Source: an optimization exercise on an open RTL-to-GDS flow (aim: small area). Production flows keep margins and buffers that such runs may drop. Function was checked by simulation only, so behaviour that the tests miss may differ from the original. Power and IR drop assume default switching activity.

Setup of zinc:
==> module branch_predictor, before the edit <==
module branch_predictor (
	input  logic        clk,
	input  logic        arst_n,
	input  logic        retire_valid,
	input  logic [31:0] retire_pc,
	input  logic [31:0] retire_inst,
	input  logic        wb_valid,
	input  logic [4:0]  wb_rd,
	input  logic [31:0] wb_data,
	input  logic        fetch_valid,
	input  logic [31:0] fetch_pc,
	output logic        hit,
	output logic        prediction
);
	localparam int NE = 4;
	localparam int NR = 32;
	logic ph;
	always_ff @(posedge clk or negedge arst_n) begin
		if (!arst_n) ph <= 1'b0;
		else         ph <= !ph;
	end
	logic [31:2] tag_q    [NE];
	logic [2:0]  conf_q   [NE];
	logic [4:0]  rs1_q    [NE];
	logic [4:0]  rs2_q    [NE];
	logic [2:0]  f3_q     [NE];
	logic [1:0]  ridx;
	logic [3:0]  rsel_n;
	logic        is_branch;
	logic [31:2] rtag;
	logic        rmatch;
	logic [31:2] twd_n;  
	logic [3:0]  alloc;
	logic [3:0]  alloc_n;
	logic [31:2] tag_d [NE];
	assign ridx      = bp_pkg::bp_index(retire_pc);
	assign is_branch = retire_valid && (retire_inst[6:0] == 7'b1100011);
	always_comb begin
		for (int e = 0; e < NE; e++) rsel_n[e] = (ridx != 2'(e));
	end
	for (genvar j = 2; j < 32; j++) begin : g_rtag
		bp_mux4oh u_m (
			.d     ({tag_q[3][j], tag_q[2][j], tag_q[1][j], tag_q[0][j]}),
			.sel_n (rsel_n),
			.y     (rtag[j])
		);
	end
	assign twd_n  = retire_pc[31:2] ^ {30{ph}};
	assign rmatch = (rtag == twd_n);  
	always_ff @(posedge clk or negedge arst_n) begin
		if (!arst_n) begin
			for (int i = 0; i < NE; i++) conf_q[i] <= '0;
		end else begin
			for (int i = 0; i < NE; i++) begin
				if (is_branch && ridx == 2'(i)) begin
					if (conf_q[i] == 3'd0) conf_q[i] <= 3'(7);
					else if (rmatch) begin
						if (conf_q[i] != 3'd7) conf_q[i] <= conf_q[i] + 3'd1;
					end else conf_q[i] <= conf_q[i] - 3'd1;
				end
			end
		end
	end
	for (genvar e = 0; e < NE; e++) begin : g_tag
		assign alloc[e]   = is_branch && ridx == 2'(e) && conf_q[e] == 3'd0;
		assign alloc_n[e] = ~alloc[e];
		for (genvar j = 2; j < 32; j++) begin : g_bit
			bp_oai22 u_d (
				.a1 (tag_q[e][j]),
				.a2 (alloc[e]),
				.b1 (alloc_n[e]),
				.b2 (twd_n[j]),
				.y  (tag_d[e][j])
			);
		end
	end
	always_ff @(posedge clk) begin
		for (int i = 0; i < NE; i++) tag_q[i] <= tag_d[i];
	end
	always_ff @(posedge clk) begin
		for (int i = 0; i < NE; i++) begin
			if (alloc[i]) begin
				rs1_q[i] <= retire_inst[19:15];
				rs2_q[i] <= retire_inst[24:20];
				f3_q[i]  <= retire_inst[14:12];
			end
		end
	end
	logic [1:0]  fidx;
	logic [3:0]  fsel_n;
	logic [31:2] ftag;
	logic        hit_d;
	logic        hit_q;
	logic [1:0]  idx_q;
	assign fidx = bp_pkg::bp_index(fetch_pc);
	always_comb begin
		for (int e = 0; e < NE; e++) fsel_n[e] = (fidx != 2'(e));
	end
	for (genvar j = 2; j < 32; j++) begin : g_ftag
		bp_mux4oh u_m (
			.d     ({tag_q[3][j], tag_q[2][j], tag_q[1][j], tag_q[0][j]}),
			.sel_n (fsel_n),
			.y     (ftag[j])
		);
	end
	logic [31:2] fmis;
	assign fmis  = ftag ^ fetch_pc[31:2];  
	assign hit_d = fetch_valid && (conf_q[fidx] != 3'd0) && (ph ? &fmis : ~|fmis);
	always_ff @(posedge clk or negedge arst_n) begin
		if (!arst_n) hit_q <= 1'b0;
		else         hit_q <= hit_d;
	end
	always_ff @(posedge clk) idx_q <= fidx;
	logic [3:0]  isel_n;
	logic [12:0] fld [NE];
	logic [12:0] ifld;
	logic [4:0]  rs1, rs2;
	logic [2:0]  f3;
	always_comb begin
		for (int e = 0; e < NE; e++) begin
			isel_n[e] = (idx_q != 2'(e));
			fld[e]    = {f3_q[e], rs2_q[e], rs1_q[e]};
		end
	end
	for (genvar j = 0; j < 13; j++) begin : g_ifld
		bp_mux4oh u_m (
			.d     ({fld[3][j], fld[2][j], fld[1][j], fld[0][j]}),
			.sel_n (isel_n),
			.y     (ifld[j])
		);
	end
	assign rs1 = ifld[4:0];
	assign rs2 = ifld[9:5];
	assign f3  = ifld[12:10];
	logic [31:0]   regs   [1:NR-1];
	logic [31:0]   regs_d [1:NR-1];
	logic [NR-1:1] rvalid;
	logic [NR-1:1] we;
	logic [NR-1:1] we_n;
	logic [31:0]   wd_n;
	assign wd_n = wb_data ^ {32{ph}};
	for (genvar i = 1; i < NR; i++) begin : g_reg
		assign we[i]   = wb_valid && wb_rd == 5'(i);
		assign we_n[i] = ~we[i];
		for (genvar j = 0; j < 32; j++) begin : g_bit
			bp_oai22 u_d (
				.a1 (regs[i][j]),
				.a2 (we[i]),
				.b1 (we_n[i]),
				.b2 (wd_n[j]),
				.y  (regs_d[i][j])
			);
		end
	end
	always_ff @(posedge clk) begin
		for (int i = 1; i < NR; i++) regs[i] <= regs_d[i];
	end
	always_ff @(posedge clk or negedge arst_n) begin
		if (!arst_n) rvalid <= '0;
		else         rvalid <= rvalid | we;
	end
	logic [31:0] s1, s2;
	logic [31:0] qa, qb_n;
	logic        taken;
	always_comb begin
		for (int i = 1; i < NR; i++) begin
			s1[i-1] = rvalid[i] && rs1 == 5'(i);
			s2[i-1] = rvalid[i] && rs2 == 5'(i);
		end
		s1[31] = ~|s1[30:0];
		s2[31] = ~|s2[30:0];
	end
	for (genvar j = 0; j < 32; j++) begin : g_rd
		logic [31:0] col;
		for (genvar i = 1; i < NR; i++) begin : g_col
			assign col[i-1] = regs[i][j];
		end
		assign col[31] = ph;
		bp_rdbit #(.INV(1'b0)) u_a (.d(col), .sel(s1), .y(qa[j]));
		bp_rdbit #(.INV(1'b1)) u_b (.d(col), .sel(s2), .y(qb_n[j]));
	end
	bp_cond i_cond (.qa(qa), .qb_n(qb_n), .ph(ph), .f3(f3), .taken(taken));
	assign hit        = hit_q;
	assign prediction = hit_q && taken;
endmodule
==> flow/config.mk <==
export PLATFORM = sky130hd
export DESIGN_NAME = branch_predictor
export DESIGN_NICKNAME = branch_predictor
export VERILOG_FILES = /design/flow/design.v
export SDC_FILE = /design/flow/constraint.sdc
export NUM_CORES = 4
export LEC_CHECK = 0
export CAP_MARGIN = 5
export CORE_MARGIN = 2
export CORE_UTILIZATION = 45
export CTS_BUF_LIST = sky130_fd_sc_hd__clkbuf_8
export CTS_CLUSTER_DIAMETER = 50
export CTS_CLUSTER_SIZE = 16
export PLACE_DENSITY = 0.6
export SLEW_MARGIN = 5
export SYNTH_HIERARCHICAL = 1
==> flow/constraint.sdc <==
create_clock -name core_clock -period 12.0 [get_ports {clk}]
set_input_delay 2.4000 -clock core_clock [delete_from_list [all_inputs] [get_ports {clk}]]
set_output_delay 2.4000 -clock core_clock [all_outputs]
set_load 0.01 [all_outputs]
standard.sh (not shown) runs the stock make flow with config.mk's settings and CLKGATE_MAP_FILE= SYNTH_SCRIPT=/design/flow/synth_recipe.tcl, a recipe that flattens the netlist after the stock synthesis.
==> flow/flow/run.sh <==
#!/bin/bash
# Standard ORFS layout with two changes: clock tree synthesis without dummy
# loads, and the smallest buffer (buf_1) on every input and output port.
set -euo pipefail
cd "$(dirname "$0")/.."
export CTS_ARGS="-sink_clustering_enable -repair_clock_nets -dont_use_dummy_load -sink_clustering_size 16 -sink_clustering_max_diameter 50 -buf_list sky130_fd_sc_hd__clkbuf_8"
export BUFFER_PORTS_ARGS="-buffer_cell sky130_fd_sc_hd__buf_1"
bash standard.sh > standard_flow.log 2>&1
diff inputs: zinc => juniper
-- flow/design.v --
<<< zinc, line 238
	localparam int NE = 4;
	localparam int NR = 32;
	logic ph;
	always_ff @(posedge clk or negedge arst_n) begin
		if (!arst_n) ph <= 1'b0;
		else         ph <= !ph;
	end
	logic [31:2] tag_q    [NE];
	logic [2:0]  conf_q   [NE];
>>> juniper, line 238
	localparam int NE = 4;
	localparam int NR = 32;
	logic [31:2] tag_q    [NE];
	logic [2:0]  conf_q   [NE];
<<< zinc, line 253
	logic [31:2] rtag;
	logic        rmatch;
	logic [31:2] twd_n;  
	logic [3:0]  alloc;
	logic [3:0]  alloc_n;
	logic [31:2] tag_d [NE];
	assign ridx      = bp_pkg::bp_index(retire_pc);
	assign is_branch = retire_valid && (retire_inst[6:0] == 7'b1100011);
>>> juniper, line 248
	logic [31:2] rtag;
	logic        rmatch;
	assign ridx      = bp_pkg::bp_index(retire_pc);
	assign is_branch = retire_valid && (retire_inst[6:0] == 7'b1100011);
<<< zinc, line 269
		);
	end
	assign twd_n  = retire_pc[31:2] ^ {30{ph}};
	assign rmatch = (rtag == twd_n);  
	always_ff @(posedge clk or negedge arst_n) begin
		if (!arst_n) begin
>>> juniper, line 260
		);
	end
	assign rmatch = (rtag == retire_pc[31:2]);
	always_ff @(posedge clk or negedge arst_n) begin
		if (!arst_n) begin
<<< zinc, line 285
		end
	end
	for (genvar e = 0; e < NE; e++) begin : g_tag
		assign alloc[e]   = is_branch && ridx == 2'(e) && conf_q[e] == 3'd0;
		assign alloc_n[e] = ~alloc[e];
		for (genvar j = 2; j < 32; j++) begin : g_bit
			bp_oai22 u_d (
				.a1 (tag_q[e][j]),
				.a2 (alloc[e]),
				.b1 (alloc_n[e]),
				.b2 (twd_n[j]),
				.y  (tag_d[e][j])
			);
		end
	end
	always_ff @(posedge clk) begin
		for (int i = 0; i < NE; i++) tag_q[i] <= tag_d[i];
	end
	always_ff @(posedge clk) begin
		for (int i = 0; i < NE; i++) begin
			if (alloc[i]) begin
				rs1_q[i] <= retire_inst[19:15];
				rs2_q[i] <= retire_inst[24:20];
>>> juniper, line 275
		end
	end
	always_ff @(posedge clk) begin
		for (int i = 0; i < NE; i++) begin
			if (is_branch && ridx == 2'(i) && conf_q[i] == 3'd0) begin
				tag_q[i] <= retire_pc[31:2];
				rs1_q[i] <= retire_inst[19:15];
				rs2_q[i] <= retire_inst[24:20];
<<< zinc, line 327
		);
	end
	logic [31:2] fmis;
	assign fmis  = ftag ^ fetch_pc[31:2];  
	assign hit_d = fetch_valid && (conf_q[fidx] != 3'd0) && (ph ? &fmis : ~|fmis);
	always_ff @(posedge clk or negedge arst_n) begin
		if (!arst_n) hit_q <= 1'b0;
>>> juniper, line 302
		);
	end
	assign hit_d = fetch_valid && (conf_q[fidx] != 3'd0) && (ftag == fetch_pc[31:2]);
	always_ff @(posedge clk or negedge arst_n) begin
		if (!arst_n) hit_q <= 1'b0;
<<< zinc, line 358
	logic [31:0]   regs   [1:NR-1];
	logic [31:0]   regs_d [1:NR-1];
	logic [NR-1:1] rvalid;
	logic [NR-1:1] we;
	logic [NR-1:1] we_n;
	logic [31:0]   wd_n;
	assign wd_n = wb_data ^ {32{ph}};
	for (genvar i = 1; i < NR; i++) begin : g_reg
>>> juniper, line 331
	logic [31:0]   regs   [1:NR-1];
	logic [31:0]   regs_d [1:NR-1];
	logic          ph;
	logic [NR-1:1] rvalid;
	logic [NR-1:1] we;
	logic [NR-1:1] we_n;
	logic [31:0]   wd_n;
	always_ff @(posedge clk or negedge arst_n) begin
		if (!arst_n) ph <= 1'b0;
		else         ph <= !ph;
	end
	assign wd_n = wb_data ^ {32{ph}};
	for (genvar i = 1; i < NR; i++) begin : g_reg
### Flow results
[juniper] pin slew with the least headroom to its limit rose 45 ps relative to zinc. Looking only at clock buffer count, and setting everything else aside, the lower value of zinc and juniper goes to juniper. The launching instance or port of the critical path comes out idx_q[0]$_DFF_P_ in one run and idx_q[1]$_DFF_P_ in the other, namely in zinc and juniper respectively. Measured against each other, zinc and juniper differ in overall power after layout, the lower figure coming from juniper. zinc → juniper: relative slew slack now smaller, first-pass GRT wire length saw a decrease, post-route worst hold slack neither gained nor lost much, combinational power went down by about 8%.

afterwards: timing with drivers on the ports:
How much do the figures lean on ideal ports? The routed layouts below were timed once more, with nothing changed but the port constraints.
Step 1 (the two cells are an assumption about what drives the block):
set clk [get_ports {clk}]
set_driving_cell -lib_cell sky130_fd_sc_hd__clkbuf_16 $clk
set_driving_cell -lib_cell sky130_fd_sc_hd__buf_2 [delete_from_list [all_inputs] $clk]
Step 2 adds t to the input delays and takes it off the output delays; t is the mean of the earliest and latest rising clock arrival at the registers after step 1. Input paths then give back, and output paths get back, about the clock's delay inside the block.
Slacks: ideal / step 1 / step 2; pairs: ideal / step 1.
run	shift t [ns]	slack for setup (ns)	worst hold slack (ns)	worst setup path at the end	worst data-port slew with drivers (ns)
zinc	0.886	1.807 / 1.734 / 2.620	0.468 / 0.468 / 0.468	register to output	0.07
juniper	0.852	1.196 / 1.128 / 1.980	0.470 / 0.470 / 0.470	register to output	0.09
After both steps setup and hold are still met in every run listed.
